Context: an optimization exercise on an open-source flow, tuned for small area and a short achievable clock period. The choices shown serve that exercise and are no tape-out recipe. Function was checked by simulation only, so behaviour that the tests miss may differ from the original. Power and IR drop assume default switching activity.

File: design/flow/run.sh
#!/bin/bash
# synth_recipe.tcl (not shown) runs the flow's synth.tcl, then flattens the netlist and writes it again
# the make line also repeats each setting of config.mk as NAME=value (left out here)
make -C /OpenROAD-flow-scripts/flow DESIGN_CONFIG=/design/flow/config.mk WORK_HOME=/design/flow/orfs CLKGATE_MAP_FILE= SYNTH_SCRIPT=/design/flow/synth_recipe.tcl finish
File: design/flow/config.mk
export PLATFORM = sky130hd
export DESIGN_NAME = statevec_collector
export DESIGN_NICKNAME = statevec_collector
export VERILOG_FILES = /design/flow/design.v
export SDC_FILE = /design/flow/constraint.sdc
export NUM_CORES = 4
export LEC_CHECK = 0
export CAP_MARGIN = 20
export CORE_MARGIN = 2
export CORE_UTILIZATION = 70
export CTS_CLUSTER_DIAMETER = 100
export CTS_CLUSTER_SIZE = 24
export SETUP_SLACK_MARGIN = 0.9
export SLEW_MARGIN = 20
export TNS_END_PERCENT = 5
File: design/flow/constraint.sdc
create_clock -name core_clock -period 2.8 [get_ports {clk}]
set_input_delay 0.5600 -clock core_clock [delete_from_list [all_inputs] [get_ports {clk}]]
set_output_delay 0.5600 -clock core_clock [all_outputs]
set_load 0.01 [all_outputs]
File: design/flow/design.v
package qsof_pkg;
    localparam int AMP_WIDTH_DEF = 32;
    localparam int N_QUBIT_DEF   = 5;
    typedef enum logic [1:0] {
        IDLE    = 2'd0,
        COLLECT = 2'd1,
        DONE    = 2'd2
    } collector_state_e;
    typedef struct packed {
        logic signed [AMP_WIDTH_DEF-1:0] re;
        logic signed [AMP_WIDTH_DEF-1:0] im;
    } amp_pair_t;
endpackage
module statevec_ram #(
    parameter int WIDTH  = 2 * qsof_pkg::AMP_WIDTH_DEF,
    parameter int ADDR_W = qsof_pkg::N_QUBIT_DEF
) (
    input  logic                  clk,
    input  logic [2**ADDR_W-1:0]  we_i,
    input  logic [WIDTH-1:0]      wdata_i,
    input  logic [2**ADDR_W-1:0]  rsel_i,
    output logic [WIDTH-1:0]      rdata_o
);
    localparam int DEPTH = 2 ** ADDR_W;
    logic [WIDTH-1:0] mem_q [DEPTH];
    always_ff @(posedge clk) begin
        for (int i = 0; i < DEPTH; i++) begin
            if (we_i[i]) begin
                mem_q[i] <= wdata_i;
            end
        end
    end
    always_comb begin
        rdata_o = '0;
        for (int i = 0; i < DEPTH; i++) begin
            rdata_o = rdata_o | (mem_q[i] & {WIDTH{rsel_i[i]}});
        end
    end
endmodule
module statevec_collector #(
    parameter int AMP_WIDTH = qsof_pkg::AMP_WIDTH_DEF,
    parameter int N_QUBIT   = qsof_pkg::N_QUBIT_DEF
) (
    input  logic                        clk,
    input  logic                        aclr,
    input  logic                        clk_en,
    input  logic                        start,
    input  logic                        valid_in,
    input  logic signed [AMP_WIDTH-1:0] amp_in_real,
    input  logic signed [AMP_WIDTH-1:0] amp_in_img,
    input  logic        [N_QUBIT-1:0]   state_in,
    input  logic                        rd_en,
    input  logic        [N_QUBIT-1:0]   rd_addr,
    output logic signed [AMP_WIDTH-1:0] rd_amp_real,
    output logic signed [AMP_WIDTH-1:0] rd_amp_img,
    output logic                        rd_valid,
    output logic        [N_QUBIT:0]     count,
    output logic                        busy,
    output logic                        frame_done,
    output logic                        dup_err,
    output logic                        stray_err
);
    localparam int DEPTH = 2 ** N_QUBIT;
    logic               busy_q;
    logic [DEPTH-1:0]   blk_q;
    logic [N_QUBIT:0]   count_q;
    logic               dup_q;
    logic               stray_q;
    logic               rd_valid_q;
    logic [2*AMP_WIDTH-1:0] rdata_q;
    logic [DEPTH-1:0]   wdec, rdec, we;
    logic               hit, last, clr;
    logic [2*AMP_WIDTH-1:0] wdata, rdata;
    always_comb begin
        for (int i = 0; i < DEPTH; i++) begin
            wdec[i] = (state_in == N_QUBIT'(i));
            rdec[i] = (rd_addr  == N_QUBIT'(i));
        end
    end
    assign clr   = aclr | (clk_en & start);
    assign hit   = |(wdec & blk_q);
    assign we    = {DEPTH{clr}} | ({DEPTH{clk_en & valid_in}} & wdec & ~blk_q);
    assign wdata = clr ? '0 : {amp_in_real, amp_in_img};
    assign last  = (count_q[N_QUBIT-1:0] == {N_QUBIT{1'b1}});
    always_ff @(posedge clk) begin
        if (aclr) begin
            busy_q     <= 1'b0;
            blk_q      <= '1;
            count_q    <= '0;
            dup_q      <= 1'b0;
            stray_q    <= 1'b0;
            rd_valid_q <= 1'b0;
        end else if (clk_en) begin
            rd_valid_q <= rd_en;
            if (start) begin
                busy_q  <= 1'b1;
                blk_q   <= '0;
                count_q <= '0;
                dup_q   <= 1'b0;
                stray_q <= 1'b0;
            end else if (valid_in) begin
                blk_q <= blk_q | wdec;
                if (!busy_q) begin
                    stray_q <= 1'b1;
                end else if (hit) begin
                    dup_q <= 1'b1;
                end else begin
                    count_q <= count_q + 1'b1;
                    if (last) busy_q <= 1'b0;
                end
            end
        end
    end
    always_ff @(posedge clk) begin
        if (clk_en & rd_en) begin
            rdata_q <= rdata;
        end
    end
    statevec_ram #(
        .WIDTH  (2 * AMP_WIDTH),
        .ADDR_W (N_QUBIT)
    ) u_ram (
        .clk     (clk),
        .we_i    (we),
        .wdata_i (wdata),
        .rsel_i  (rdec),
        .rdata_o (rdata)
    );
    assign rd_amp_real = rdata_q[2*AMP_WIDTH-1:AMP_WIDTH];
    assign rd_amp_img  = rdata_q[AMP_WIDTH-1:0];
    assign rd_valid    = rd_valid_q;
    assign count       = count_q;
    assign busy        = busy_q;
    assign frame_done  = count_q[N_QUBIT];
    assign dup_err     = dup_q;
    assign stray_err   = stray_q;
endmodule
==> results of run 1 <==
[stage by stage]
stage               cells  total power [mW]  util [%]  TNS, ns
detailed placement   6361              45.4      81.3   -22.87
CTS                  6575              60.6      84.8        0
finish               6584              61.0      84.9        0
global placement     6361              45.2      81.3   -19.49
global route         6584              62.1      84.9        0
floorplan            4305              42.1         -  -122.49
[power groups by stage]
stage,clock network (mW),logic [mW],registers [mW]
6_report,15.9,5.13,40.0
5_1_grt,16.7,5.22,40.2
4_1_cts,15.7,4.93,39.9
3_5_place_dp,0,4.81,40.6
3_3_place_gp,0,4.72,40.4
2_1_floorplan,0,1.71,40.4
[worst max path at each step]
stage                startpoint                  to  slack, ns  depth (start not counted)
floorplan           state_in[0]  u_ram.mem_q[26][0]      -0.30                          3
global placement     rd_addr[3]         rdata_q[31]      -0.42                         11
global route        rdata_q[61]     rd_amp_real[29]       0.70                          1
CTS                 rdata_q[61]     rd_amp_real[29]       0.75                          1
detailed placement   rd_addr[3]         rdata_q[31]      -0.49                         11
finish              rdata_q[61]     rd_amp_real[29]       0.73                          1
[synth_stat cells (6+ instances only)]
| library cell | instances |
|---|---|
| a21oi_1 | 37 |
| a221oi_1 | 9 |
| a222oi_1 | 8 |
| a22o_1 | 14 |
| a22oi_1 | 976 |
| and2_1 | 68 |
| and3_1 | 6 |
| and4_1 | 13 |
| buf_2 | 142 |
| buf_4 | 33 |
| buf_6 | 6 |
| clkbuf_1 | 59 |
| dfxtp_1 | 42 |
| edfxtp_1 | 2112 |
| mux2i_1 | 17 |
| nand2_1 | 268 |
| nand2b_1 | 7 |
| nand3_1 | 14 |
| nand4_1 | 154 |
| nor2_1 | 58 |
| nor2_2 | 16 |
| nor2_4 | 11 |
| nor3_1 | 64 |
| nor3b_1 | 7 |
| nor4_1 | 16 |
| o21ai_0 | 35 |
| o21bai_1 | 32 |
| or3_1 | 7 |
| or4_1 | 7 |
[logic make-up (layout without fill, tap and decap cells)]
kind of cell             count (synthesis)  count (layout)  synth area share, %
flip-flops                            2154            2154                 82.2
AO/OA/AOI/OAI                         1140            1140                 10.8
AND/OR/NAND/NOR                        746             749                 5.07
buffers and inverters                  246            1034                 1.65
multiplexers                            17              17                0.218
adder cells (fa/ha/maj)                  2               2               0.0320
[routing by layer]
layer / vias up / wire (um) / part of all wire (%)
li1: 19200 / - / -
met1: 24500 / 80800 / 32
met2: 5269 / 117000 / 46
met3: 973 / 39700 / 16
met4: 4 / 16500 / 6.5
met5: - / 33 / 0.013
[final cells by class]
class	count	area [um^2]	area share, %
Multi-Input combinational cell	1908	13400	14.2
Tap cell	1488	1860	1.98
Clock inverter	3	26.3	0.0280
Clock buffer	119	2590	2.76
Inverter	5	18.8	0.0200
Timing Repair Buffer	907	11800	12.6
Sequential cell	2154	64300	68.4
[registers in the layout, indices dropped and copies added, names as in the netlist]
register / cells
stray_q: 1
rd_valid_q: 1
blk_q: 32
busy_q: 1
u_ram.mem_q: 2048
rdata_q: 64
count_q: 6
dup_q: 1
[repair_timing]
item	CTS	global route
cloned	9	1
gates resized for setup	283	13
setup endpoints to repair	1826	1912
pin swaps	34	3
buffers inserted	83	8
==> notes.md, run 1 <==
syn_area_per_cell=18.2 um^2; Initial DRC Count=10,400; GR Layer Usage met1=61.0%; DR vias=50,000; final instance area=0.0940 mm^2; number of antenna violations at the first check in global routing=3; Fill cells=4,930; routing usage on met2=68.6%; placed cell area=0.0899 mm^2; PD cells=649 mW/mm^2; final net count=5,157; Endpoint, Worst Hold=blk_q[26]; WL/cell=38.6 um; CTS Buffer Depth=3; Int Pwr=47.3 mW; status=no timing/DRC/antenna violations; die area=0.114 mm^2; Final Hold Viols=0; largest net degree at the start of global routing=43; Post-Synthesis Cell Area=0.0782 mm^2; Clk pwr share=26.0%; delay-heaviest family, CP=flip-flops; RSZ-0062 raised after global routing=yes; hold slack=0.429 ns; FMAX=483 MHz; Buf+Inv Stages, Crit Path=1; cts hold-fix bufs=0; vias in the first global route=48,100; VDD IR max=845 uV; max-slew violation count=0; share of the synthesized area in the top cell type=81.1%; Startpoint Class=flip-flop; Netlist cell types=61; commonest non-fill, non-tap cell in the layout=edfxtp_1; RR Startpoint=u_ram.mem_q[10][46]; R2R Setup Slk=0.87 ns; Final WS setup=0.731 ns; minimum setup slack after placement=-0.488 ns; Crit Path Class=reg2out; Die Wd=338 um; Seq/Total Area, Yosys=82.2%; area grow syn2layout=20.2%; max-cap check violation count=0; CTS tree=done; commonest cells after routing, fill and taps aside=edfxtp_1 (2,112), a22oi_1 (969), buf_4 (361); EDFF count, synth=2,112; global routing usage on met3=9.68%; DRT Pass-1 Iters=6; area leader, netlist=edfxtp_1; antenna-violating nets left=0; # rows=122; syn_nets=4,387; Switching Fraction=22.5%; HP Start=valid_in; Async S/R FF share, synth=0%; Worst Max-Slew Pin Slew=0.697 ns; slowest CP cell=edfxtp_1; WP data arrival=1.51 ns; Port-buffer cells=154; GP Congestion=0.896; CP required=2.24 ns; clock tree sinks=2,154; hold path depth=5; Via-to-Cell Ratio=7.59; first-pass GRT wire length=355 mm; worst clock skew=0.0192 ns; Core ar.=0.111 mm^2; H-tree depth=3; placed wire-length estimate=154 mm; reg2reg end=rdata_q[46]; Total GRT Usage=44.5%; worst hold path type=in2reg; DRC=0; Main synth FF type=edfxtp_1; share of layout cells above drive strength 1=19.9%; Yosys reg bits=2,154; switching pwr=13.7 mW; n_diodes=0; Pleak=33.4 nW; Starting Density=70.6%; root buffer cell=clkbuf_16; Final setup viols=0; grt ovf=0; clk slew on worst S/H paths=0.09 ns; Boundary Pins=155; Reg power frac=65.6%; CP Max Fanout=1; Warnings, synthesis=3; number of CTS-inserted buffers=99; final worst path period need=2.07 ns; clock latency on the worst-skew pair=0.75 ns; Setup crit end kind=output pin; crit-path max cell delay=0.55 ns; Routed WL=254 mm; Slew headroom=53.5%; Area contributors post-synth=edfxtp_1 (81%), a22oi_1 (9.4%), nand2_1 (1.3%); Synth Instances=4,305; most used routing layer=met2; Die H=338 um; Comb pwr share=8.4%; Final Cycle Share=73.9%; CP cell instances=buf_2; worst-case reg-to-reg path depth=6
==> run 2: changes to the inputs <==
--- a/design/flow/design.v
+++ b/design/flow/design.v
@@ -112,8 +112,14 @@
         end
     end
+    logic [2*AMP_WIDTH-1:0] rhold_q;
+    logic                   rload;
+    assign rload = clk_en & rd_en;
     always_ff @(posedge clk) begin
-        if (clk_en & rd_en) begin
-            rdata_q <= rdata;
+        if (clk_en) begin
+            if (rd_en) rhold_q <= rdata;
         end
+    end
+    always_ff @(posedge clk) begin
+        rdata_q <= rload ? rdata : rhold_q;
     end
     statevec_ram #(
--- a/design/flow/config.mk
+++ b/design/flow/config.mk
@@ -8,8 +8,8 @@
 export CAP_MARGIN = 20
 export CORE_MARGIN = 2
-export CORE_UTILIZATION = 70
+export CORE_UTILIZATION = 55
 export CTS_CLUSTER_DIAMETER = 100
 export CTS_CLUSTER_SIZE = 24
-export SETUP_SLACK_MARGIN = 0.9
+export SETUP_SLACK_MARGIN = 1.0
 export SLEW_MARGIN = 20
 export TNS_END_PERCENT = 5
==> notes.md, run 2 <==
status=no timing/DRC/antenna violations (unchanged); Largest Register=u_ram.mem_q (unchanged); commonest cells after routing, fill and taps aside=edfxtp_1 (2,112), a22oi_1 (961), buf_4 (387) (was edfxtp_1 (2,112), a22oi_1 (969), buf_4 (361)); Die H=384 um (was 338 um); WL/cell=37.3 um (was 38.6 um); final worst path period need=2.17 ns (was 2.07 ns); Yosys reg bits=2,218 (was 2,154); CP cell instances=nor4bb_1 > a311o_1 > a311o_1 > a2111oi_4 > nand2_2 > or4_1 > a21oi_1 (was buf_2); GP Congestion=0.865 (was 0.896); placed cell area=0.0928 mm^2 (was 0.0899 mm^2); Via-to-Cell Ratio=6.83 (was 7.59); Setup crit end kind=flip-flop (was output pin); root buffer cell=clkbuf_16 (unchanged); CTS tree=done (unchanged); Buf+Inv Stages, Crit Path=0 (was 1); Initial DRC Count=7,952 (was 10,400); Core ar.=0.143 mm^2 (was 0.111 mm^2); Area contributors post-synth=edfxtp_1 (80%), a22oi_1 (9.5%), dfxtp_1 (2.7%) (was edfxtp_1 (81%), a22oi_1 (9.4%), nand2_1 (1.3%)); Non-Filler Instances=7,361 (was 6,584); RR Startpoint=blk_q[22] (was u_ram.mem_q[10][46]); Fin Setup TNS=0 ns (unchanged); share of the synthesized area in the top cell type=79.8% (was 81.1%); largest net degree at the start of global routing=40 (was 43); PD cells=645 mW/mm^2 (was 649 mW/mm^2); Inst Count DP=7,011 (was 6,361); max-cap check violation count=0 (unchanged); hold path depth=4 (was 5); Largest register FFs=2,048 (unchanged); worst hold path type=in2reg (unchanged); Final WS setup=0.635 ns (was 0.731 ns); DRT Pass-1 Iters=9 (was 6); share of layout cells above drive strength 1=24.7% (was 19.9%); Crit Path Class=reg2reg (was reg2out); CTS Buffer Depth=3 (unchanged); Warnings, synthesis=3 (unchanged); Total GRT Usage=36.5% (was 44.5%); H-tree depth=3 (unchanged); DR vias=50,300 (was 50,000); worst clock skew=0.0424 ns (was 0.0192 ns); max-slew violation count=0 (unchanged); area grow syn2layout=25.0% (was 20.2%); delay-heaviest family, CP=compound AO/OA/AOI/OAI gates (was flip-flops); Slew headroom=62.8% (was 53.5%); slowest CP cell=or4_1 (was edfxtp_1); RSZ-0062 raised after global routing=yes (unchanged); antenna-violating nets left=0 (unchanged); syn_nets=4,587 (was 4,387); Async S/R FF share, synth=0% (unchanged); CP startpoint=blk_q[22] (was rdata_q[61]); clk slew on worst S/H paths=0.09 ns (about the same); Main synth FF type=edfxtp_1 (unchanged); commonest non-fill, non-tap cell in the layout=edfxtp_1 (unchanged); Post-Synthesis Cell Area=0.0795 mm^2 (was 0.0782 mm^2); final instance area=0.0994 mm^2 (was 0.0940 mm^2); post-layout util=69.3% (was 84.9%); Die Wd=384 um (was 338 um); number of CTS-inserted buffers=102 (was 99); most numerous cell in the Yosys netlist=edfxtp_1 (unchanged); most frequent CP cell=a311o_1; WP data arrival=2.84 ns (was 1.51 ns); Endpoint, Worst Hold=stray_q (was blk_q[26]); worst-case reg-to-reg path depth=7 (was 6); syn_area_per_cell=17.6 um^2 (was 18.2 um^2); Netlist cell types=53 (was 61); die area=0.148 mm^2 (was 0.114 mm^2); Port-buffer cells=154 (unchanged); first-pass GRT wire length=370 mm (was 355 mm); clock tree sinks=2,218 (was 2,154); R2R Setup Slk=0.63 ns (was 0.87 ns); Boundary Pins=155 (unchanged); # rows=139 (was 122); Final setup viols=0 (unchanged); DRC=0 (unchanged); Starting Density=55.4% (was 70.6%); placed wire-length estimate=165 mm (was 154 mm); Routed WL=275 mm (was 254 mm); Final Cycle Share=77.3% (was 73.9%); Regs by FF count=u_ram.mem_q x2048, rdata_q x64, rhold_q x64 (was u_ram.mem_q x2048, rdata_q x64, blk_q x32); Total Power=64.1 mW (was 61.0 mW); Post-synth top cells=edfxtp_1 (2,112), a22oi_1 (1,002), nand2_1 (262), clkbuf_1 (235), nand4_1 (172) (was edfxtp_1 (2,112), a22oi_1 (976), nand2_1 (268), nand4_1 (154), buf_2 (142)); CP required=3.48 ns (was 2.24 ns); hold slack=0.424 ns (was 0.429 ns); FMAX=462 MHz (was 483 MHz); number of antenna violations at the first check in global routing=0 (was 3); EDFF count, synth=2,112 (unchanged); minimum setup slack after placement=-0.515 ns (was -0.488 ns); crit-path max cell delay=0.40 ns (was 0.55 ns); Synth Instances=4,505 (was 4,305); final net count=5,459 (was 5,157); Startpoint Class=flip-flop (unchanged); Worst Max-Slew Pin Slew=0.557 ns (was 0.697 ns); VDD IR max=675 uV (was 845 uV); reg2reg end=count_q[0] (was rdata_q[46]); clock latency on the worst-skew pair=0.78 ns (was 0.75 ns); Final Hold Viols=0 (unchanged); CP Max Fanout=3 (was 1); Seq/Total Area, Yosys=82.5% (was 82.2%); grt ovf=0 (unchanged); cts hold-fix bufs=0 (unchanged); HP Start=valid_in (unchanged); Pleak=35.2 nW (was 33.4 nW); vias in the first global route=46,800 (was 48,100); area leader, netlist=edfxtp_1 (unchanged)
==> run 2: cell types whose count changed after synthesis, moves of 9 or more <==
cell and delta:
clkbuf_1 +176, buf_2 -131, nor2_1 +108, dfxtp_1 +64, a31oi_1 +61, buf_4 -32, a22oi_1 +26, nand4_1 +18
nor2_2 -16, and4_1 -11, nor2_4 -11, a22o_1 -10, nor3_1 +9, nor4_1 -9
==> run 2: worst register-to-register path, stage by stage, from the launching register on <==
cell and delay, ns:
dfxtp_2 0.33, nor4bb_1 0.12, a311o_1 0.33, a311o_1 0.38, a2111oi_4 0.31, nand2_2 0.10, or4_1 0.40, a21oi_1 0.12
==> run 2: repair_timing <==
| item | 4_1_cts | 5_1_grt |
|---|---|---|
| cloned | 22 | 12 |
| pin swaps | 84 | 64 |
| endpoints found under the setup margin | 3866 | 3990 |
| gates resized for setup | 444 | 214 |
| buffers inserted | 98 | 33 |
| hold endpoints to repair | 0 | 0 |
==> run 2: power by group <==
part           internal (mW)  total, mW  switching (mW)
sequential              40.0       41.0            1.06
clock                   7.27       17.3            10.0
combinational           2.17       5.77            3.59
==> run 2: area by class of cell <==
type | count | area, um^2
Clock buffer | 179 | 2930
Fill cell | 9224 | 44100
Sequential cell | 2218 | 65700
Tap cell | 1903 | 2380
Timing Repair Buffer | 1018 | 13900
Clock inverter | 4 | 77.6
Multi-Input combinational cell | 2030 | 14400
Inverter | 7 | 26.3
Antenna cell | 2 | 5.00
==> run 2: worst max path at each step <==
| stage | endpoint | slack [ns] | cells past startpoint |
|---|---|---|---|
| 6_report | count_q[0] | 0.63 | 7 |
| 5_1_grt | count_q[4] | 0.53 | 8 |
| 4_1_cts | rd_amp_img[2] | 0.55 | 1 |
| 3_5_place_dp | rdata_q[37] | -0.52 | 13 |
| 3_3_place_gp | rdata_q[37] | -0.54 | 13 |
| 2_1_floorplan | u_ram.mem_q[10][0] | -0.04 | 6 |
==> run 2: per-layer routing <==
layer | vias up | GRT usage (%) | wire length [um]
met3 | 517 | 5.69 | 31300
li1 | 20200 | - | -
met2 | 3572 | 59.3 | 132000
met4 | 0 | 12.8 | 11800
met5 | - | 0 | 0
met1 | 26000 | 50.7 | 100000
==> run 2: cell families after synthesis <==
family	count (synthesis)	share of synthesized area (%)
adder cells (fa/ha/maj)	2	0.0315
AND/OR/NAND/NOR	804	4.91
flip-flops	2218	82.5
AO/OA/AOI/OAI	1209	11.1
buffers and inverters	257	1.25
multiplexers	15	0.198
==> run 3: changes to the inputs <==
--- a/design/flow/config.mk
+++ b/design/flow/config.mk
@@ -11,5 +11,5 @@
 export CTS_CLUSTER_DIAMETER = 100
 export CTS_CLUSTER_SIZE = 24
-export SETUP_SLACK_MARGIN = 1.0
+export SETUP_SLACK_MARGIN = 0.9
 export SLEW_MARGIN = 20
 export TNS_END_PERCENT = 5
==> notes.md, run 3 <==
Initial DRC Count=7,359 (was 7,952); Post-Synthesis Cell Area=0.0795 mm^2 (unchanged); share of layout cells above drive strength 1=20.0% (was 24.7%); WL/cell=36.3 um (was 37.3 um); Final Hold Viols=0 (unchanged); final instance area=0.0968 mm^2 (was 0.0994 mm^2); worst hold path type=in2reg (unchanged); CTS Buffer Depth=3 (unchanged); Netlist cell types=53 (unchanged); Largest Register=u_ram.mem_q (unchanged); max-slew violation count=0 (unchanged); Async S/R FF share, synth=0% (unchanged); Seq/Total Area, Yosys=82.5% (unchanged); DRC=0 (unchanged); clock tree sinks=2,218 (unchanged); CP required=2.24 ns (was 3.48 ns); final net count=5,358 (was 5,459); DR vias=49,400 (was 50,300); antenna-violating nets left=0 (unchanged); crit-path max cell delay=0.54 ns (was 0.40 ns); first-pass GRT wire length=362 mm (was 370 mm); Die H=384 um (unchanged); Crit Path Class=reg2out (was reg2reg); # rows=139 (unchanged); largest net degree at the start of global routing=40 (unchanged); Port-buffer cells=154 (unchanged); status=no timing/DRC/antenna violations (unchanged); vias in the first global route=46,400 (was 46,800); grt ovf=0 (unchanged); DRT Pass-1 Iters=8 (was 9); RSZ-0062 raised after global routing=yes (unchanged); area of the multi-input gates=0.0139 mm^2 (was 0.0144 mm^2); RR Startpoint=blk_q[22] (unchanged); delay-heaviest family, CP=buffers and inverters (was compound AO/OA/AOI/OAI gates); final worst path period need=2.20 ns (was 2.17 ns); post-layout util=67.5% (was 69.3%); worst-case reg-to-reg path depth=7 (unchanged); slowest CP cell=clkdlybuf4s50_1 (was or4_1); H-tree depth=3 (unchanged); Worst Max-Slew Pin Slew=0.556 ns (was 0.557 ns); Regs by FF count=u_ram.mem_q x2048, rdata_q x64, rhold_q x64 (unchanged); Fill cells=9,533 (was 9,224); crit path to=rd_amp_img[2] (was count_q[0]); worst clock skew=0.0395 ns (was 0.0424 ns); Core ar.=0.143 mm^2 (unchanged); CP cell instances=clkdlybuf4s50_1 (was nor4bb_1 > a311o_1 > a311o_1 > a2111oi_4 > nand2_2 > or4_1 > a21oi_1); hold path depth=4 (unchanged); WP data arrival=1.64 ns (was 2.84 ns); Startpoint Class=flip-flop (unchanged); die area=0.148 mm^2 (unchanged); number of antenna violations at the first check in global routing=4 (was 0); Total GRT Usage=35.4% (was 36.5%); Pleak=34.2 nW (was 35.2 nW); Boundary Pins=155 (unchanged); Register Area=0.0656 mm^2 (was 0.0657 mm^2); CTS tree=done (unchanged); FMAX=455 MHz (was 462 MHz); Fin Setup TNS=0 ns (unchanged); commonest cells after routing, fill and taps aside=edfxtp_1 (2,112), a22oi_1 (996), buf_4 (375) (was edfxtp_1 (2,112), a22oi_1 (961), buf_4 (387)); Post-synth top cells=edfxtp_1 (2,112), a22oi_1 (1,002), nand2_1 (262), clkbuf_1 (235), nand4_1 (172) (unchanged); VDD IR max=670 uV (was 675 uV); area grow syn2layout=21.8% (was 25.0%); share of the synthesized area in the top cell type=79.8% (unchanged); root buffer cell=clkbuf_16 (unchanged); Largest register FFs=2,048 (unchanged); area leader, netlist=edfxtp_1 (unchanged); max-cap check violation count=0 (unchanged); syn_area_per_cell=17.6 um^2 (unchanged); Slew headroom=62.9% (was 62.8%); Yosys reg bits=2,218 (unchanged); CP Max Fanout=1 (was 3); number of CTS-inserted buffers=102 (unchanged); most numerous cell in the Yosys netlist=edfxtp_1 (unchanged); Area contributors post-synth=edfxtp_1 (80%), a22oi_1 (9.5%), dfxtp_1 (2.7%) (unchanged); syn_nets=4,587 (unchanged); Main synth FF type=edfxtp_1 (unchanged); Levels on crit path=1 (was 7); reg2reg end=count_q[0] (unchanged); Final setup viols=0 (unchanged); Buf+Inv Stages, Crit Path=1 (was 0); Final Cycle Share=78.6% (was 77.3%); Die Wd=384 um (unchanged); placed cell area=0.0928 mm^2 (unchanged); Via-to-Cell Ratio=6.80 (was 6.83); R2R Setup Slk=0.63 ns (about the same); clock latency on the worst-skew pair=0.78 ns (about the same); Routed WL=264 mm (was 275 mm); EDFF count, synth=2,112 (unchanged); commonest non-fill, non-tap cell in the layout=edfxtp_1 (unchanged); clk slew on worst S/H paths=0.09 ns (about the same); GP Congestion=0.865 (unchanged); Warnings, synthesis=3 (unchanged); Starting Density=55.4% (unchanged); Synth Instances=4,505 (unchanged); Setup crit end kind=output pin (was flip-flop); PD cells=658 mW/mm^2 (was 645 mW/mm^2); placed wire-length estimate=165 mm (unchanged); CP startpoint=rdata_q[2] (was blk_q[22])
[run 3: repair_timing]
| action | in CTS | in global routing |
|---|---|---|
| resized for setup | 244 | 17 |
| setup endpoints to repair | 2202 | 3789 |
| gates cloned | 6 | 4 |
| setup buffers | 41 | 13 |
| hold buffers | 0 | 0 |
| pin swaps | 34 | 7 |
[run 3: worst min path at each step]
stage           startpoint          end  slack [ns]
2_1_floorplan  rhold_q[14]  rdata_q[14]        0.45
3_3_place_gp       stray_q      stray_q        0.45
5_1_grt             clk_en   rd_valid_q        0.39
3_5_place_dp   rhold_q[62]  rdata_q[62]        0.46
6_report            clk_en   rd_valid_q        0.33
4_1_cts        rhold_q[62]  rdata_q[62]        0.48
[run 3: layout make-up]
type / instances / area share (%)
clock inverter: 4 / 0.0801
sequential: 2218 / 67.8
multi-input combinational: 2030 / 14.3
timing repair buffer: 917 / 12.3
antenna: 1 / 0.00258
tap: 1903 / 2.46
clock buffer: 179 / 3.02
inverter: 7 / 0.0271
[run 3: cells by family after synthesis]
| logic type | share of synthesized area (%) |
|---|---|
| multiplexers | 0.198 |
| AND/OR/NAND/NOR | 4.91 |
| buffers and inverters | 1.25 |
| AO/OA/AOI/OAI | 11.1 |
| flip-flops | 82.5 |
| adder cells (fa/ha/maj) | 0.0315 |
[run 3: stage by stage]
stage	instances	power (mW)	setup WS, ns	hold slack [ns]
after CTS	7241	63.5	0.553	0.478
after global placement	7011	46.7	-0.541	0.452
after detailed placement	7011	46.9	-0.515	0.460
final	7259	63.7	0.600	0.332
after floorplan	4505	43.2	-0.0376	0.449
after global routing	7258	65.2	0.530	0.386
[run 3: worst min-delay path, stage by stage]
cell	delay, ns
dlymetal6s2s_1	0.21
inv_1	0.13
a21oi_1	0.07
nor2_1	0.08
[run 3: power breakdown]
group / internal (mW) / leakage [nW] / switching (mW)
clock network: 7.27 / 1.43 / 9.99
logic: 1.98 / 10.4 / 3.46
registers: 40.0 / 22.3 / 1.02
total: 49.2 / 34.2 / 14.5
[run 3: metal layers]
layer	wire length [um]	global-route usage (%)	part of all wire, %	vias to the layer above
met2	127000	57.8	48	3398
met1	98900	49.8	38	25500
met4	9730	11.7	3.7	4
li1	-	-	-	20000
met5	19	0	0.0072	-
met3	27900	4.65	11	467
==> run 4: changes to the inputs <==
--- a/design/flow/design.v
+++ b/design/flow/design.v
@@ -112,14 +112,8 @@
         end
     end
-    logic [2*AMP_WIDTH-1:0] rhold_q;
-    logic                   rload;
-    assign rload = clk_en & rd_en;
     always_ff @(posedge clk) begin
-        if (clk_en) begin
-            if (rd_en) rhold_q <= rdata;
+        if (clk_en & rd_en) begin
+            rdata_q <= rdata;
         end
-    end
-    always_ff @(posedge clk) begin
-        rdata_q <= rload ? rdata : rhold_q;
     end
     statevec_ram #(
==> design/flow/flow/run.sh (new file) <==
#!/bin/bash
# The standard layout (the standard.sh: ORFS synthesis through finish, with
# config.mk's settings), with two make variables added on its command line:
#  - BUFFER_PORTS_ARGS: every input and output port still gets its own buffer,
#    but a buf_4 instead of the slow delay cell port buffering otherwise picks;
#  - DONT_USE_CELLS: the platform's don't-use list plus the largest plain buffers,
#    so fanout trees are built from smaller buffers.
# make's output goes to orfs_make.log here (ORFS's own logs are under orfs/logs).
set -euo pipefail
DU="sky130_fd_sc_hd__probe_p_8 sky130_fd_sc_hd__probec_p_8 sky130_fd_sc_hd__lpflow_bleeder_1 sky130_fd_sc_hd__lpflow_clkbufkapwr_1 sky130_fd_sc_hd__lpflow_clkbufkapwr_16 sky130_fd_sc_hd__lpflow_clkbufkapwr_2 sky130_fd_sc_hd__lpflow_clkbufkapwr_4 sky130_fd_sc_hd__lpflow_clkbufkapwr_8 sky130_fd_sc_hd__lpflow_clkinvkapwr_1 sky130_fd_sc_hd__lpflow_clkinvkapwr_16 sky130_fd_sc_hd__lpflow_clkinvkapwr_2 sky130_fd_sc_hd__lpflow_clkinvkapwr_4 sky130_fd_sc_hd__lpflow_clkinvkapwr_8 sky130_fd_sc_hd__lpflow_decapkapwr_12 sky130_fd_sc_hd__lpflow_decapkapwr_3 sky130_fd_sc_hd__lpflow_decapkapwr_4 sky130_fd_sc_hd__lpflow_decapkapwr_6 sky130_fd_sc_hd__lpflow_decapkapwr_8 sky130_fd_sc_hd__lpflow_inputiso0n_1 sky130_fd_sc_hd__lpflow_inputiso0p_1 sky130_fd_sc_hd__lpflow_inputiso1n_1 sky130_fd_sc_hd__lpflow_inputiso1p_1 sky130_fd_sc_hd__lpflow_inputisolatch_1 sky130_fd_sc_hd__lpflow_isobufsrc_1 sky130_fd_sc_hd__lpflow_isobufsrc_16 sky130_fd_sc_hd__lpflow_isobufsrc_2 sky130_fd_sc_hd__lpflow_isobufsrc_4 sky130_fd_sc_hd__lpflow_isobufsrc_8 sky130_fd_sc_hd__lpflow_isobufsrckapwr_16 sky130_fd_sc_hd__lpflow_lsbuf_lh_hl_isowell_tap_1 sky130_fd_sc_hd__lpflow_lsbuf_lh_hl_isowell_tap_2 sky130_fd_sc_hd__lpflow_lsbuf_lh_hl_isowell_tap_4 sky130_fd_sc_hd__lpflow_lsbuf_lh_isowell_4 sky130_fd_sc_hd__lpflow_lsbuf_lh_isowell_tap_1 sky130_fd_sc_hd__lpflow_lsbuf_lh_isowell_tap_2 sky130_fd_sc_hd__lpflow_lsbuf_lh_isowell_tap_4  sky130_fd_sc_hd__buf_12 sky130_fd_sc_hd__buf_16"
bash standard.sh "BUFFER_PORTS_ARGS=-buffer_cell sky130_fd_sc_hd__buf_4" "DONT_USE_CELLS=$DU" finish > orfs_make.log 2>&1
==> design/flow/standard.sh (new file) <==
#!/bin/bash
# synth_recipe.tcl (not shown) runs the flow's synth.tcl, then flattens the netlist and writes it again
# the make line also repeats each setting of config.mk as NAME=value (left out here)
make -C /OpenROAD-flow-scripts/flow DESIGN_CONFIG=/design/flow/config.mk WORK_HOME=/design/flow/orfs CLKGATE_MAP_FILE= SYNTH_SCRIPT=/design/flow/synth_recipe.tcl "${@:-finish}"
removed: design/flow/run.sh
==> notes.md, run 4 <==
status=no timing/DRC/antenna violations (unchanged); CP startpoint=rdata_q[30] (was rdata_q[2]); Regs by FF count=u_ram.mem_q x2048, rdata_q x64, blk_q x32 (was u_ram.mem_q x2048, rdata_q x64, rhold_q x64); Comb pwr share=7.1% (was 8.5%); placed wire-length estimate=172 mm (was 165 mm); crit-path max cell delay=0.57 ns (was 0.54 ns); Seq/Total Area, Yosys=82.3% (was 82.5%); VDD IR max=596 uV (was 670 uV); Die H=381 um (was 384 um); Total Power=60.6 mW (was 63.7 mW); Post-synth top cells=edfxtp_1 (2,112), a22oi_1 (976), nand2_1 (268), nand4_1 (154), buf_2 (141) (was edfxtp_1 (2,112), a22oi_1 (1,002), nand2_1 (262), clkbuf_1 (235), nand4_1 (172)); syn_area_per_cell=18.1 um^2 (was 17.6 um^2); # rows=138 (was 139); area grow syn2layout=14.4% (was 21.8%); max-cap check violation count=0 (unchanged); commonest non-fill, non-tap cell in the layout=edfxtp_1 (unchanged); CTS Buffer Depth=3 (unchanged); Yosys reg bits=2,154 (was 2,218); grt ovf=0 (unchanged); Largest register FFs=2,048 (unchanged); Crit Path Class=reg2out (unchanged); CP required=2.24 ns (about the same); Fin Setup TNS=0 ns (unchanged); Synth Instances=4,305 (was 4,505); Reg power frac=65.9% (was 64.3%); largest net degree at the start of global routing=47 (was 40); Boundary Pins=155 (unchanged); Routed WL=265 mm (was 264 mm); worst hold path type=in2reg (unchanged); max-slew violation count=0 (unchanged); Int Pwr=46.7 mW (was 49.2 mW); Setup crit end kind=output pin (unchanged); CP Max Fanout=1 (unchanged); vias in the first global route=45,300 (was 46,400); clock tree sinks=2,154 (was 2,218); HP Start=amp_in_real[24] (was clk_en); DR vias=48,200 (was 49,400); clock latency on the worst-skew pair=0.76 ns (was 0.78 ns); slowest CP cell=edfxtp_1 (was clkdlybuf4s50_1); switching pwr=13.9 mW (was 14.5 mW); Clk pwr share=26.9% (was 27.1%); Slew headroom=44.4% (was 62.9%); EDFF count, synth=2,112 (unchanged); reg2reg end=rdata_q[46] (was count_q[0]); Main synth FF type=edfxtp_1 (unchanged); Warnings, synthesis=3 (unchanged); Netlist cell types=60 (was 53); first-pass GRT wire length=361 mm (was 362 mm); Async S/R FF share, synth=0% (unchanged); RR Startpoint=u_ram.mem_q[10][46] (was blk_q[22]); Endpoint, Worst Hold=u_ram.mem_q[23][56] (was rd_valid_q); Port-buffer cells=154 (unchanged); Final Cycle Share=74.7% (was 78.6%); Startpoint Class=flip-flop (unchanged); die area=0.145 mm^2 (was 0.148 mm^2); hold path depth=2 (was 4); Post-Synthesis Cell Area=0.0781 mm^2 (was 0.0795 mm^2); worst clock skew=0.0217 ns (was 0.0395 ns); R2R Setup Slk=0.82 ns (was 0.63 ns); WL/cell=37.6 um (was 36.3 um); CP cell instances=buf_6 (was clkdlybuf4s50_1); area leader, netlist=edfxtp_1 (unchanged); Core ar.=0.141 mm^2 (was 0.143 mm^2); clk slew on worst S/H paths=0.09 ns (about the same); Initial DRC Count=8,018 (was 7,359); hold slack=0.164 ns (was 0.332 ns); Worst Max-Slew Pin Slew=0.834 ns (was 0.556 ns); PD cells=678 mW/mm^2 (was 658 mW/mm^2); final worst path period need=2.09 ns (was 2.20 ns); DRT Pass-1 Iters=5 (was 8); Pleak=32.1 nW (was 34.2 nW); Final WS setup=0.707 ns (was 0.600 ns); Buf+Inv Stages, Crit Path=1 (unchanged); GP Congestion=0.874 (was 0.865); H-tree depth=3 (unchanged); number of CTS-inserted buffers=100 (was 102); Starting Density=55.3% (was 55.4%); WP data arrival=1.53 ns (was 1.64 ns); share of the synthesized area in the top cell type=81.2% (was 79.8%); Final Hold Viols=0 (unchanged); Largest Register=u_ram.mem_q (unchanged); Switching Fraction=22.9% (was 22.7%); share of layout cells above drive strength 1=23.5% (was 20.0%); Total GRT Usage=36.0% (was 35.4%); Via-to-Cell Ratio=6.84 (was 6.80); DRC=0 (unchanged); worst-case reg-to-reg path depth=5 (was 7); number of antenna violations at the first check in global routing=6 (was 4); syn_nets=4,387 (was 4,587); antenna-violating nets left=0 (unchanged); CTS tree=done (unchanged); commonest cells after routing, fill and taps aside=edfxtp_1 (2,112), a22oi_1 (961), buf_4 (519) (was edfxtp_1 (2,112), a22oi_1 (996), buf_4 (375)); Area contributors post-synth=edfxtp_1 (81%), a22oi_1 (9.4%), nand2_1 (1.3%) (was edfxtp_1 (80%), a22oi_1 (9.5%), dfxtp_1 (2.7%)); RSZ-0062 raised after global routing=yes (unchanged); root buffer cell=clkbuf_16 (unchanged); minimum setup slack after placement=-0.316 ns (was -0.515 ns); most numerous cell in the Yosys netlist=edfxtp_1 (unchanged); Die Wd=381 um (was 384 um); delay-heaviest family, CP=flip-flops (was buffers and inverters); final net count=5,228 (was 5,358); Final setup viols=0 (unchanged); FMAX=478 MHz (was 455 MHz)
## run 4: cell types whose count changed after synthesis, moves of 26 or more
cell,previous run,this run
clkbuf_1,235,62
buf_2,11,141
nor2_1,166,59
dfxtp_1,106,42
a31oi_1,66,5
a22oi_1,1002,976
## run 4: what timing repair did
item,4_1_cts,5_1_grt
setup endpoints to repair,417,1168
gates resized for setup,35,119
pin swaps,16,23
hold buffers,0,0
gates cloned,1,1
buffers inserted,40,31
## run 4: metal layers
metal  vias to the layer above  wire (um)  share of wire, %  global-route usage, %
met5                         -         34             0.013                      0
met4                         4      10900               4.1                   13.1
met3                       527      29700                11                   5.30
met2                      3500     125000                47                   57.2
met1                     24800      98900                37                   51.2
li1                      19400          -                 -                      -
## run 4: area by class of cell
| cell class | instances | area (um^2) |
|---|---|---|
| clock buffer | 110 | 2600 |
| inverter | 5 | 18.8 |
| multi-input combinational | 1906 | 13400 |
| tap | 1890 | 2360 |
| sequential | 2154 | 64300 |
| antenna | 4 | 10.0 |
| fill | 10300 | 51900 |
| clock inverter | 5 | 48.8 |
| timing repair buffer | 979 | 6640 |
## run 4: power groups by stage
stage               logic (mW)  registers (mW)  clock network [mW]
CTS                       4.17            39.9                16.3
global route              4.44            40.2                17.3
global placement          4.10            40.5                   0
finish                    4.32            39.9                16.3
detailed placement        4.14            40.6                   0
floorplan                 1.70            40.4                   0
## run 4: logic make-up after synthesis
group           Yosys count  synth area share (%)
compound gates         1140                  10.8
fa+ha+maj                 2                0.0320
buf+inv                 246                  1.56
flops                  2154                  82.3
mux                      17                 0.218
simple gates            746                  5.05
## run 4: how the worst max path moves through the flow
stage | cells after the start | end | slack [ns]
6_report | 1 | rd_amp_img[30] | 0.71
5_1_grt | 12 | rdata_q[63] | 0.71
2_1_floorplan | 3 | u_ram.mem_q[26][0] | -0.30
3_5_place_dp | 11 | rdata_q[9] | -0.32
4_1_cts | 1 | rd_amp_img[30] | 0.68
3_3_place_gp | 11 | rdata_q[9] | -0.30
## run 4: metrics by stage
step | area [um^2] | util [%] | instances
after floorplan | 78500 | - | 4305
after global placement | 85700 | 60.7 | 6861
after detailed placement | 85700 | 60.7 | 6861
after CTS | 88700 | 62.8 | 7017
after global routing | 89300 | 63.2 | 7049
final | 89300 | 63.2 | 7053
==> run 5: changes to the inputs <==
--- a/design/flow/config.mk
+++ b/design/flow/config.mk
@@ -11,5 +11,5 @@
 export CTS_CLUSTER_DIAMETER = 100
 export CTS_CLUSTER_SIZE = 24
-export SETUP_SLACK_MARGIN = 0.9
+export SETUP_SLACK_MARGIN = 1.1
 export SLEW_MARGIN = 20
 export TNS_END_PERCENT = 5
==> notes.md, run 5 <==
DRC=0 (unchanged); syn_nets=4,387 (unchanged); Fin Setup TNS=0 ns (unchanged); area leader, netlist=edfxtp_1 (unchanged); WL/cell=37.6 um (about the same); Core ar.=0.141 mm^2 (unchanged); share of layout cells above drive strength 1=26.2% (was 23.5%); Regs by FF count=u_ram.mem_q x2048, rdata_q x64, blk_q x32 (unchanged); max-cap check violation count=0 (unchanged); Int Pwr=46.8 mW (was 46.7 mW); Comb pwr share=7.4% (was 7.1%); DRT Pass-1 Iters=6 (was 5); placed cell area=0.0857 mm^2 (unchanged); worst-case reg-to-reg path depth=6 (was 5); syn_area_per_cell=18.1 um^2 (unchanged); DR vias=48,900 (was 48,200); FMAX=476 MHz (was 478 MHz); root buffer cell=clkbuf_16 (unchanged); switching pwr=13.9 mW (about the same); Seq/Total Area, Yosys=82.3% (unchanged); Final setup viols=0 (unchanged); PD cells=667 mW/mm^2 (was 678 mW/mm^2); placed wire-length estimate=172 mm (unchanged); largest net degree at the start of global routing=47 (unchanged); max-slew violation count=0 (unchanged); post-layout util=64.5% (was 63.2%); # rows=138 (unchanged); Synth Instances=4,305 (unchanged); reg2reg end=count_q[2] (was rdata_q[46]); Worst Max-Slew Pin Slew=0.862 ns (was 0.834 ns); Netlist cell types=60 (unchanged); R2R Setup Slk=0.89 ns (was 0.82 ns); Area contributors post-synth=edfxtp_1 (81%), a22oi_1 (9.4%), nand2_1 (1.3%) (unchanged); VDD IR max=600 uV (was 596 uV); Async S/R FF share, synth=0% (unchanged); Final Cycle Share=75.0% (was 74.7%); Main synth FF type=edfxtp_1 (unchanged); first-pass GRT wire length=365 mm (was 361 mm); commonest non-fill, non-tap cell in the layout=edfxtp_1 (unchanged); Setup crit end kind=output pin (unchanged); hold path depth=2 (unchanged); Clk pwr share=26.8% (was 26.9%); Via-to-Cell Ratio=6.84 (about the same); CTS Buffer Depth=3 (unchanged); Initial DRC Count=8,389 (was 8,018); area grow syn2layout=16.7% (was 14.4%); clock tree sinks=2,154 (unchanged); final instance area=0.0911 mm^2 (was 0.0893 mm^2); Endpoint, Worst Hold=u_ram.mem_q[23][56] (unchanged); hold slack=0.169 ns (was 0.164 ns); vias in the first global route=46,000 (was 45,300); Yosys reg bits=2,154 (unchanged); most numerous cell in the Yosys netlist=edfxtp_1 (unchanged); Slew headroom=42.5% (was 44.4%); grt ovf=0 (unchanged); Buf+Inv Stages, Crit Path=1 (unchanged); Die H=381 um (unchanged); Boundary Pins=155 (unchanged); final net count=5,327 (was 5,228); antenna-violating nets left=0 (unchanged); status=no timing/DRC/antenna violations (unchanged); WP data arrival=1.54 ns (was 1.53 ns); commonest cells after routing, fill and taps aside=edfxtp_1 (2,112), a22oi_1 (923), buf_4 (474) (was edfxtp_1 (2,112), a22oi_1 (961), buf_4 (519)); Startpoint Class=flip-flop (unchanged); die area=0.145 mm^2 (unchanged); RSZ-0062 raised after global routing=yes (unchanged); CP cell instances=buf_6 (unchanged); Largest Register=u_ram.mem_q (unchanged); number of CTS-inserted buffers=100 (unchanged); CP Max Fanout=1 (unchanged); Post-Synthesis Cell Area=0.0781 mm^2 (unchanged); worst clock skew=0.0253 ns (was 0.0217 ns); GP Congestion=0.874 (unchanged); clock latency on the worst-skew pair=0.77 ns (was 0.76 ns); Die Wd=381 um (unchanged); Reg power frac=65.8% (was 65.9%); Switching Fraction=22.9% (about the same); Crit Path Class=reg2out (unchanged); Post-synth top cells=edfxtp_1 (2,112), a22oi_1 (976), nand2_1 (268), nand4_1 (154), buf_2 (141) (unchanged); worst hold path type=in2reg (unchanged); Largest register FFs=2,048 (unchanged); Routed WL=269 mm (was 265 mm); cts hold-fix bufs=0 (unchanged); Final Hold Viols=0 (unchanged); Starting Density=55.3% (unchanged); final worst path period need=2.10 ns (was 2.09 ns); share of the synthesized area in the top cell type=81.2% (unchanged); number of antenna violations at the first check in global routing=6 (unchanged); clk slew on worst S/H paths=0.09 ns (about the same); HP Start=amp_in_real[24] (unchanged); slowest CP cell=edfxtp_1 (unchanged); Port-buffer cells=154 (unchanged); CTS tree=done (unchanged); EDFF count, synth=2,112 (unchanged); Pleak=32.9 nW (was 32.1 nW); H-tree depth=3 (unchanged); delay-heaviest family, CP=flip-flops (unchanged); Warnings, synthesis=3 (unchanged); RR Startpoint=blk_q[13] (was u_ram.mem_q[10][46]); Total GRT Usage=36.5% (was 36.0%); CP required=2.24 ns (about the same); crit-path max cell delay=0.58 ns (was 0.57 ns); Total Power=60.8 mW (was 60.6 mW)
## run 5: logic make-up (layout without fill, tap and decap cells)
kind of cell,Yosys count,count (layout),share of synthesized area (%)
mux,17,17,0.218
buf+inv,246,1198,1.56
flops,2154,2154,82.3
simple gates,746,747,5.05
compound gates,1140,1140,10.8
fa+ha+maj,2,2,0.0320
other cells,0,1,0
## run 5: worst max-delay path by stage
stage                            from                 end  slack [ns]  cells after the start
after floorplan           state_in[0]  u_ram.mem_q[26][0]       -0.30                      3
after global placement     rd_addr[0]          rdata_q[9]       -0.30                     11
after detailed placement   rd_addr[0]          rdata_q[9]       -0.32                     11
after CTS                 rdata_q[30]      rd_amp_img[30]        0.68                      1
after global routing      rdata_q[49]     rd_amp_real[17]        0.72                      1
final                     rdata_q[30]      rd_amp_img[30]        0.70                      1
## run 5: final cells by class
class,instances,area [um^2]
Clock inverter,5,48.8
Tap cell,1890,2360
Fill cell,10100,50100
Multi-Input combinational cell,1906,13700
Timing Repair Buffer,1078,8090
Sequential cell,2154,64300
Antenna cell,1,2.50
Clock buffer,110,2600
Inverter,5,22.5
## run 5: metrics by stage
step,instances,setup WS [ns]
after CTS,7110,0.683
after global routing,7148,0.722
after global placement,6861,-0.304
after detailed placement,6861,-0.316
final,7149,0.700
after floorplan,4305,-0.298
## run 5: timing repair
action / 4_1_cts / 5_1_grt
setup buffers: 125 / 34
cloned: 9 / 4
pin swaps: 101 / 21
resized for setup: 305 / 93
setup endpoints to repair: 1677 / 3266
## run 5: power by group through the flow
stage / registers, mW / clock network (mW) / logic [mW]
2_1_floorplan: 40.4 / 0 / 1.70
3_3_place_gp: 40.5 / 0 / 4.10
3_5_place_dp: 40.6 / 0 / 4.14
4_1_cts: 39.9 / 16.3 / 4.31
5_1_grt: 40.2 / 17.3 / 4.64
6_report: 40.0 / 16.3 / 4.52
## run 5: routing by layer
| metal | up-vias | global-route usage, % | part of all wire, % |
|---|---|---|---|
| met1 | 25200 | 51.4 | 37 |
| met2 | 3606 | 58.1 | 47 |
| met4 | 2 | 13.5 | 4.2 |
| met3 | 552 | 5.82 | 11 |
| li1 | 19600 | - | - |
| met5 | - | 0 | 0.0048 |
==> run 6: changes to the inputs <==
==> design/flow/flow/run.sh (replaced) <==
#!/bin/bash
# The standard layout (the standard.sh: ORFS synthesis through finish, with
# config.mk's settings), with two make variables added on its command line:
#  - BUFFER_PORTS_ARGS: every input and output port still gets its own buffer,
#    but a buf_4 instead of the slow delay cell port buffering otherwise picks;
#  - DONT_USE_CELLS: the platform's don't-use list plus the three largest plain buffers,
#    so fanout trees are built from smaller buffers.
# make's output goes to orfs_make.log here (ORFS's own logs are under orfs/logs).
set -euo pipefail
DU="sky130_fd_sc_hd__probe_p_8 sky130_fd_sc_hd__probec_p_8 sky130_fd_sc_hd__lpflow_bleeder_1 sky130_fd_sc_hd__lpflow_clkbufkapwr_1 sky130_fd_sc_hd__lpflow_clkbufkapwr_16 sky130_fd_sc_hd__lpflow_clkbufkapwr_2 sky130_fd_sc_hd__lpflow_clkbufkapwr_4 sky130_fd_sc_hd__lpflow_clkbufkapwr_8 sky130_fd_sc_hd__lpflow_clkinvkapwr_1 sky130_fd_sc_hd__lpflow_clkinvkapwr_16 sky130_fd_sc_hd__lpflow_clkinvkapwr_2 sky130_fd_sc_hd__lpflow_clkinvkapwr_4 sky130_fd_sc_hd__lpflow_clkinvkapwr_8 sky130_fd_sc_hd__lpflow_decapkapwr_12 sky130_fd_sc_hd__lpflow_decapkapwr_3 sky130_fd_sc_hd__lpflow_decapkapwr_4 sky130_fd_sc_hd__lpflow_decapkapwr_6 sky130_fd_sc_hd__lpflow_decapkapwr_8 sky130_fd_sc_hd__lpflow_inputiso0n_1 sky130_fd_sc_hd__lpflow_inputiso0p_1 sky130_fd_sc_hd__lpflow_inputiso1n_1 sky130_fd_sc_hd__lpflow_inputiso1p_1 sky130_fd_sc_hd__lpflow_inputisolatch_1 sky130_fd_sc_hd__lpflow_isobufsrc_1 sky130_fd_sc_hd__lpflow_isobufsrc_16 sky130_fd_sc_hd__lpflow_isobufsrc_2 sky130_fd_sc_hd__lpflow_isobufsrc_4 sky130_fd_sc_hd__lpflow_isobufsrc_8 sky130_fd_sc_hd__lpflow_isobufsrckapwr_16 sky130_fd_sc_hd__lpflow_lsbuf_lh_hl_isowell_tap_1 sky130_fd_sc_hd__lpflow_lsbuf_lh_hl_isowell_tap_2 sky130_fd_sc_hd__lpflow_lsbuf_lh_hl_isowell_tap_4 sky130_fd_sc_hd__lpflow_lsbuf_lh_isowell_4 sky130_fd_sc_hd__lpflow_lsbuf_lh_isowell_tap_1 sky130_fd_sc_hd__lpflow_lsbuf_lh_isowell_tap_2 sky130_fd_sc_hd__lpflow_lsbuf_lh_isowell_tap_4  sky130_fd_sc_hd__buf_8 sky130_fd_sc_hd__buf_12 sky130_fd_sc_hd__buf_16"
bash standard.sh "BUFFER_PORTS_ARGS=-buffer_cell sky130_fd_sc_hd__buf_4" "DONT_USE_CELLS=$DU" finish > orfs_make.log 2>&1
--- a/design/flow/config.mk
+++ b/design/flow/config.mk
@@ -11,5 +11,5 @@
 export CTS_CLUSTER_DIAMETER = 100
 export CTS_CLUSTER_SIZE = 24
-export SETUP_SLACK_MARGIN = 1.1
+export SETUP_SLACK_MARGIN = 0.9
 export SLEW_MARGIN = 20
 export TNS_END_PERCENT = 5
==> notes.md, run 6 <==
# rows=138 (unchanged); CP required=3.18 ns (was 2.24 ns); Netlist cell types=60 (unchanged); Async S/R FF share, synth=0% (unchanged); DRT Pass-1 Iters=6 (unchanged); Boundary Pins=155 (unchanged); number of CTS-inserted buffers=99 (was 100); Warnings, synthesis=3 (unchanged); Seq/Total Area, Yosys=82.3% (about the same); Setup crit end kind=flip-flop (was output pin); Final Cycle Share=78.2% (was 75.0%); area grow syn2layout=17.0% (was 16.7%); Post-synth top cells=edfxtp_1 (2,112), a22oi_1 (976), nand2_1 (268), buf_2 (156), nand4_1 (154) (was edfxtp_1 (2,112), a22oi_1 (976), nand2_1 (268), nand4_1 (154), buf_2 (141)); WP data arrival=2.57 ns (was 1.54 ns); Main synth FF type=edfxtp_1 (unchanged); Yosys reg bits=2,154 (unchanged); Initial DRC Count=8,410 (was 8,389); DR vias=50,500 (was 48,900); share of layout cells above drive strength 1=31.1% (was 26.2%); commonest non-fill, non-tap cell in the layout=edfxtp_1 (unchanged); FMAX=457 MHz (was 476 MHz); number of antenna violations at the first check in global routing=15 (was 6); first-pass GRT wire length=366 mm (was 365 mm); Routed WL=266 mm (was 269 mm); R2R Setup Slk=0.66 ns (was 0.89 ns); WL/cell=35.1 um (was 37.6 um); antenna-violating nets left=0 (unchanged); worst-case reg-to-reg path depth=2 (was 6); hold path depth=2 (unchanged); final worst path period need=2.19 ns (was 2.10 ns); Int Pwr=46.8 mW (about the same); most numerous cell in the Yosys netlist=edfxtp_1 (unchanged); clk slew on worst S/H paths=0.10 ns (was 0.09 ns); Largest Register=u_ram.mem_q (unchanged); Pleak=34.5 nW (was 32.9 nW); Regs by FF count=u_ram.mem_q x2048, rdata_q x64, blk_q x32 (unchanged); largest net degree at the start of global routing=41 (was 47); share of the synthesized area in the top cell type=81.2% (about the same); Area contributors post-synth=edfxtp_1 (81%), a22oi_1 (9.4%), nand2_1 (1.3%) (unchanged); Switching Fraction=22.8% (was 22.9%); Via-to-Cell Ratio=6.66 (was 6.84); Die Wd=381 um (about the same); clock tree sinks=2,154 (unchanged); Clk pwr share=26.6% (was 26.8%); grt ovf=0 (unchanged); Worst Max-Slew Pin Slew=0.850 ns (was 0.862 ns); H-tree depth=3 (unchanged); Post-Synthesis Cell Area=0.0781 mm^2 (about the same); syn_area_per_cell=18.1 um^2 (about the same); Final WS setup=0.611 ns (was 0.700 ns); GP Congestion=0.920 (was 0.874); Final setup viols=0 (unchanged); syn_nets=4,387 (unchanged); final instance area=0.0914 mm^2 (was 0.0911 mm^2); Reg power frac=65.9% (was 65.8%); area leader, netlist=edfxtp_1 (unchanged); max-cap check violation count=0 (unchanged); VDD IR max=521 uV (was 600 uV); Comb pwr share=7.5% (was 7.4%); status=no timing/DRC/antenna violations (unchanged); final net count=5,762 (was 5,327); Total GRT Usage=36.2% (was 36.5%); CTS tree=done (unchanged); Largest register FFs=2,048 (unchanged); Crit Path Class=in2reg (was reg2out); CP Max Fanout=16 (was 1); PD cells=663 mW/mm^2 (was 667 mW/mm^2); CTS Buffer Depth=3 (unchanged); Final Hold Viols=0 (unchanged); placed wire-length estimate=186 mm (was 172 mm); die area=0.145 mm^2 (about the same); cts hold-fix bufs=0 (unchanged); Slew headroom=43.3% (was 42.5%); max-slew violation count=0 (unchanged); switching pwr=13.8 mW (was 13.9 mW); Starting Density=55.3% (about the same); minimum setup slack after placement=-0.474 ns (was -0.316 ns); vias in the first global route=47,900 (was 46,000); worst clock skew=0.0217 ns (was 0.0253 ns); worst hold path type=in2reg (unchanged); Synth Instances=4,305 (unchanged); placed cell area=0.0871 mm^2 (was 0.0857 mm^2); Port-buffer cells=154 (unchanged); DRC=0 (unchanged); root buffer cell=clkbuf_16 (unchanged); commonest cells after routing, fill and taps aside=edfxtp_1 (2,112), buf_2 (1,218), a22oi_1 (955) (was edfxtp_1 (2,112), a22oi_1 (923), buf_4 (474)); EDFF count, synth=2,112 (unchanged); Startpoint Class=input pin (was flip-flop); clock latency on the worst-skew pair=0.75 ns (was 0.77 ns); RSZ-0062 raised after global routing=yes (unchanged); Core ar.=0.141 mm^2 (unchanged); hold slack=0.153 ns (was 0.169 ns); Die H=381 um (about the same); Total Power=60.6 mW (was 60.8 mW)
[run 6: cell families after synthesis]
group / count (synthesis) / synth area share, %
flip-flops: 2154 / 82.3
AND/OR/NAND/NOR: 746 / 5.03
buffers and inverters: 246 / 1.57
adder cells (fa/ha/maj): 2 / 0.0320
AO/OA/AOI/OAI: 1140 / 10.8
multiplexers: 17 / 0.218
[run 6: metal layers]
layer | vias to the layer above | global-route usage (%) | share of wire (%) | routed length [um]
met5 | - | 0 | 0.020 | 52
met4 | 4 | 13.6 | 4.2 | 11100
met3 | 510 | 5.02 | 11 | 29100
met2 | 3534 | 57.7 | 47 | 125000
met1 | 26000 | 51.6 | 38 | 101000
li1 | 20500 | - | - | -
[run 6: critical path, cell delays in order]
cell	delay, ns
buf_4	0.18
nand4bb_4	0.30
o31ai_4	0.79
buf_2	0.71
[run 6: what timing repair did]
action | CTS | global route
gates cloned | 4 | 1
setup endpoints to repair | 1563 | 1530
pin swaps | 39 | 27
setup buffers | 96 | 29
gates resized for setup | 184 | 96
[run 6: per-stage QoR]
stage,std cells,TNS (ns),util [%]
after floorplan,4305,-142.79,-
after global placement,7339,-58.19,61.7
after detailed placement,7339,-73.85,61.7
after CTS,7552,0,64.3
after global routing,7584,0,64.7
final,7589,0,64.7
[run 6: power by group through the flow]
stage,clock (mW),combinational (mW),sequential [mW]
finish,16.1,4.57,39.9
global route,17.1,4.71,40.2
CTS,16.2,4.41,39.9
detailed placement,0,4.28,40.6
global placement,0,4.22,40.5
floorplan,0,1.69,40.4
[run 6: area by class of cell]
| class | count | area, um^2 |
|---|---|---|
| Antenna cell | 7 | 17.5 |
| Clock buffer | 111 | 2610 |
| Clock inverter | 2 | 16.3 |
| Fill cell | 10300 | 49900 |
| Inverter | 5 | 18.8 |
| Multi-Input combinational cell | 1907 | 13500 |
| Sequential cell | 2154 | 64300 |
| Tap cell | 1890 | 2360 |
| Timing Repair Buffer | 1513 | 8520 |
[run 6: final timing paths]
check	end	from
worst max register to register	u_ram.mem_q[10][38]	blk_q[10]
worst max-delay path	u_ram.mem_q[10][38]	state_in[0]
worst min register to register	stray_q	stray_q
worst min-delay path	u_ram.mem_q[26][62]	amp_in_real[30]

-- re-timing with driven ports --
Ports are ideal in the flow. The routed layouts listed here were re-timed in OpenROAD.
Step 1 (the two cells are an assumption about what drives the block):
set clk [get_ports {clk}]
set_driving_cell -lib_cell sky130_fd_sc_hd__clkbuf_16 $clk
set_driving_cell -lib_cell sky130_fd_sc_hd__buf_2 [delete_from_list [all_inputs] $clk]
Step 2 moves the port delays by t, midway between the first and last clock arrival at a register: inputs arrive t later, outputs are due t later. That takes back most of the time a late clock gives input paths.
Slacks: ideal / step 1 / step 2; pairs: ideal / step 1.
run	shift t [ns]	slack for setup (ns)	worst hold slack (ns)	latest minus earliest clock arrival (ns)
run 1	0.814	0.731 / 0.653 / -0.017	0.429 / 0.371 / 0.466	0.027 / 0.027
run 2	0.837	0.635 / 0.635 / -0.038	0.424 / 0.369 / 0.472	0.043 / 0.043
run 3	0.839	0.600 / 0.522 / -0.039	0.332 / 0.271 / 0.484	0.040 / 0.039
run 4	0.833	0.707 / 0.629 / -0.055	0.164 / 0.114 / 0.458	0.029 / 0.029
run 5	0.832	0.700 / 0.621 / -0.006	0.169 / 0.119 / 0.458	0.032 / 0.032
run 6	0.835	0.611 / 0.649 / -0.162	0.153 / 0.103 / 0.490	0.027 / 0.027
Met with ideal ports but missed after step 2: setup timing in every run listed. The setup slack of run 6, which loses most, moves by +0.038 ns with the drivers and by -0.773 ns with both steps.
